From an optimization exercise on the open Yosys and OpenROAD flow, aimed at small area and a short achievable clock period; shortcuts taken in it are not production practice.
Only simulation tests tie the RTL to the original design; equivalence was not proved.
Power and IR drop assume default switching activity.

## coproc_top
module coproc_top (
  input  logic                CLOCK_50,
  input  logic                hps_fpga_reset_n,
  input  logic [word_w-1:0]   in_readdata,
  input  logic                in_waitrequest,
  output logic                in_read,
  output logic [word_w-1:0]   out_writedata,
  output logic                out_write,
  input  logic                out_waitrequest,
  input  logic [2:0]          reset_req,
  output logic                cold_reset,
  output logic                warm_reset,
  output logic                debug_reset,
  output logic [uptime_w-1:0] status_count,
  output logic [led_w-1:0]    ledr
);
  logic [uptime_w-1:0] uptime_q;    
  mult_pipe #(
    .stages (mult_stages)
  ) mult_inst (
    .CLOCK_50         (CLOCK_50),
    .hps_fpga_reset_n (hps_fpga_reset_n),
    .in_readdata      (in_readdata),
    .in_waitrequest   (in_waitrequest),
    .in_read          (in_read),
    .out_writedata    (out_writedata),
    .out_write        (out_write),
  ...
==> flow/config.mk <==
export PLATFORM = sky130hd
export DESIGN_NAME = coproc_top
export DESIGN_NICKNAME = coproc_top
export VERILOG_FILES = /design/flow/design.v
export SDC_FILE = /design/flow/constraint.sdc
export NUM_CORES = 4
export LEC_CHECK = 0
export CAP_MARGIN = 20
export CORE_MARGIN = 2
export CORE_UTILIZATION = 65
export CTS_CLUSTER_DIAMETER = 150
export CTS_CLUSTER_SIZE = 30
export SETUP_SLACK_MARGIN = 3.76
export SLEW_MARGIN = 20
export SYNTH_HIERARCHICAL = 1
==> flow/constraint.sdc <==
create_clock -name core_clock -period 6.8 [get_ports {CLOCK_50}]
set_input_delay 1.3600 -clock core_clock [delete_from_list [all_inputs] [get_ports {CLOCK_50}]]
set_output_delay 1.3600 -clock core_clock [all_outputs]
set_load 0.01 [all_outputs]
standard.sh (not shown) runs the stock make flow with config.mk's settings and CLKGATE_MAP_FILE= SYNTH_SCRIPT=/design/flow/synth_recipe.tcl, a recipe that flattens the netlist after the stock synthesis.
==> flow/flow/run.sh <==
#!/bin/bash
# Layout flow: the standard ORFS flow, with the port buffers that the
# placement step inserts made from sky130_fd_sc_hd__buf_1, which the timing
# repair may then resize, instead of the delay-cell buffer the resizer picks.
set -euo pipefail
bash standard.sh "BUFFER_PORTS_ARGS=-buffer_cell sky130_fd_sc_hd__buf_1" finish > orfs_make.log 2>&1
The starting point ran to the end with no violations.
Rerun with:
==> flow/flow/run.sh (replaced) <==
#!/bin/bash
# Layout flow: the standard ORFS flow, with the port buffers that the
# placement step inserts made from sky130_fd_sc_hd__buf_1, which the timing
# repair may then resize, instead of the delay-cell buffer the resizer picks;
# and with ORFS's power recovery after global routing, which downsizes gates
# on paths that keep positive slack.
set -euo pipefail
bash standard.sh "BUFFER_PORTS_ARGS=-buffer_cell sky130_fd_sc_hd__buf_1" RECOVER_POWER=100 finish > orfs_make.log 2>&1
- SETUP_SLACK_MARGIN: 3.76 -> 3.7
=> With this change the flow completed, yet does not pass: max-capacitance violations, max-slew violations; global-route usage stays flat; die area stays the same; core utilization decreases by 2.2 points; final area went down by about 3%.
Rerun with:
==> flow/flow/run.sh (replaced) <==
#!/bin/bash
# Layout flow: the standard ORFS flow, with the port buffers that the
# placement step inserts made from sky130_fd_sc_hd__buf_1, which the timing
# repair may then resize, instead of the delay-cell buffer the resizer picks.
set -euo pipefail
bash standard.sh "BUFFER_PORTS_ARGS=-buffer_cell sky130_fd_sc_hd__buf_1" finish > orfs_make.log 2>&1
- CORE_UTILIZATION: 65 -> 55
- CTS_CLUSTER_DIAMETER: 150 -> 100
- CTS_CLUSTER_SIZE: 30 -> 24
What happened:
- The changed run ran to the end with no violations
- cell area goes up by 2.5%
- combinational power goes up by about 2%
- sequential power is about the same


Starting RTL as in the previous note.
==> flow/design.v (excerpt) <==
module coproc_top (
  input  logic                CLOCK_50,
  input  logic                hps_fpga_reset_n,
  input  logic [word_w-1:0]   in_readdata,
  input  logic                in_waitrequest,
  output logic                in_read,
  output logic [word_w-1:0]   out_writedata,
  output logic                out_write,
  input  logic                out_waitrequest,
  input  logic [2:0]          reset_req,
  output logic                cold_reset,
  output logic                warm_reset,
  output logic                debug_reset,
  output logic [uptime_w-1:0] status_count,
  output logic [led_w-1:0]    ledr
);
  logic [uptime_w-1:0] uptime_q;    
  mult_pipe #(
    .stages (mult_stages)
  ) mult_inst (
    .CLOCK_50         (CLOCK_50),
    .hps_fpga_reset_n (hps_fpga_reset_n),
    .in_readdata      (in_readdata),
    .in_waitrequest   (in_waitrequest),
    .in_read          (in_read),
    .out_writedata    (out_writedata),
    .out_write        (out_write),
    .out_waitrequest  (out_waitrequest)
  );
  reset_req_fsm #(
    .pulse_ext (cold_pulse_ext)
  ) cold_req_inst (
    .CLOCK_50         (CLOCK_50),
    .hps_fpga_reset_n (hps_fpga_reset_n),
    .req              (reset_req[0]),
    .pulse            (cold_reset)
  );
  reset_req_fsm #(
    .pulse_ext (warm_pulse_ext)
  ) warm_req_inst (
    .CLOCK_50         (CLOCK_50),
  ...
export LEC_CHECK = 0
export CAP_MARGIN = 20
export CORE_MARGIN = 2
export CORE_UTILIZATION = 60
export CTS_CLUSTER_DIAMETER = 150
export CTS_CLUSTER_SIZE = 30
export SETUP_SLACK_MARGIN = 3.72
export SLEW_MARGIN = 20
export SYNTH_HIERARCHICAL = 1
export TNS_END_PERCENT = 5
create_clock -name core_clock -period 6.8 [get_ports {CLOCK_50}]
==> flow/flow/run.sh <==
#!/bin/bash
# Layout flow: the standard ORFS flow, with the port buffers that the
# placement step inserts made from sky130_fd_sc_hd__buf_1, which the timing
# repair may then resize, instead of the delay-cell buffer the resizer picks.
set -euo pipefail
bash standard.sh "BUFFER_PORTS_ARGS=-buffer_cell sky130_fd_sc_hd__buf_1" finish > orfs_make.log 2>&1
The starting point produced a clean layout.
Then changed:
SETUP_SLACK_MARGIN = 3.55   (was 3.72)
Result: The new run finished with timing, DRC and antenna clean; cell area goes down by 1.1%; power decreases by 1.9%; flip-flop and latch count is unchanged; count of clock-buffer cells in the layout is unchanged.
Then changed:
CORE_UTILIZATION = 65   (was 60)
PLACE_DENSITY = 0.75   (was default)
SETUP_SLACK_MARGIN = 3.7   (was 3.55)
TNS_END_PERCENT = default   (was 5)
=> The changed run produced a clean layout. Setup slack gains 87 ps. Total power goes up by a few percent. Wire length goes down slightly. Die area goes down by a little under a tenth. Clock-buffer cell count is unchanged. Combinational power goes up by a few percent.
Then changed:
==> flow/flow/run.sh (replaced) <==
#!/bin/bash
# Layout flow: the standard ORFS flow, with two changes:
# - the port buffers that the placement step inserts are made from
#   sky130_fd_sc_hd__buf_1, which the timing repair may then resize, instead of
#   the delay-cell buffer the resizer picks;
# - the pins of the one combinational port-to-port path (in_waitrequest,
#   out_waitrequest -> in_read) are placed next to each other.
set -euo pipefail
bash standard.sh "BUFFER_PORTS_ARGS=-buffer_cell sky130_fd_sc_hd__buf_1" \
  "PLACE_PINS_ARGS=-group_pins {in_waitrequest out_waitrequest in_read}" \
  finish > orfs_make.log 2>&1
CORE_UTILIZATION = 60   (was 65)
PLACE_DENSITY = default   (was 0.75)
TNS_END_PERCENT = 5   (was default)
Effect: The new run ran to the end with no violations. Routed wire length went up by about 3%. Via count went down by 2.6%. Design area went down by about 1%. Clock skew went up by 9.2 ps. Clock-buffer cell count went up by 1. Power went up by about 1.2%. Sequential power is about the same. Die area went up by about 8%. Cell count went down by about 0.44%. Maximum frequency is about the same. Clock power went up by about 1%.

separate check: timing with driven ports:
No port has a modelled driver above. Below, the same layouts with a new extraction and two added sets of constraints.
Step 1 sets driving cells, clkbuf_16 on the clock port and buf_2 on the other inputs (assumed; they add their load-dependent delay and slew).
Step 2 times the ports against the registers' clock, not the clock port: input delays grow and output delays shrink by t, the midpoint of the rising clock arrivals with the driver on.
a / b / c = ideal ports / drivers / drivers and shift; a / b = the first two.
| run | t, ns | setup WS [ns] | worst hold slack (ns) | worst register clock-pin slew, ns | cell pins on the clock port's net |
|---|---|---|---|---|---|
| the first run of note 1 | 0.512 | 3.756 / 3.718 / 3.567 | 0.397 / 0.397 / 0.397 | 0.12 / 0.12 | 1 |
| the second run of note 1 | 0.516 | 2.357 / 2.384 / 1.868 | 0.397 / 0.397 / 0.397 | 0.11 / 0.11 | 1 |
| the third run of note 1 | 0.520 | 3.726 / 3.715 / 3.715 | 0.384 / 0.384 / 0.384 | 0.09 / 0.09 | 1 |
| the first run of note 2 | 0.520 | 3.708 / 3.689 / 3.491 | 0.395 / 0.395 / 0.395 | 0.11 / 0.11 | 1 |
| the second run of note 2 | 0.520 | 3.617 / 3.596 / 3.327 | 0.395 / 0.395 / 0.395 | 0.11 / 0.11 | 1 |
| the third run of note 2 | 0.512 | 3.705 / 3.679 / 3.679 | 0.389 / 0.389 / 0.389 | 0.11 / 0.11 | 1 |
| the fourth run of note 2 | 0.515 | 3.702 / 3.681 / 3.681 | 0.397 / 0.397 / 0.397 | 0.12 / 0.12 | 1 |
The setup slack of the second run of note 1, which loses most, moves by +0.027 ns with the drivers and by -0.489 ns with both steps.
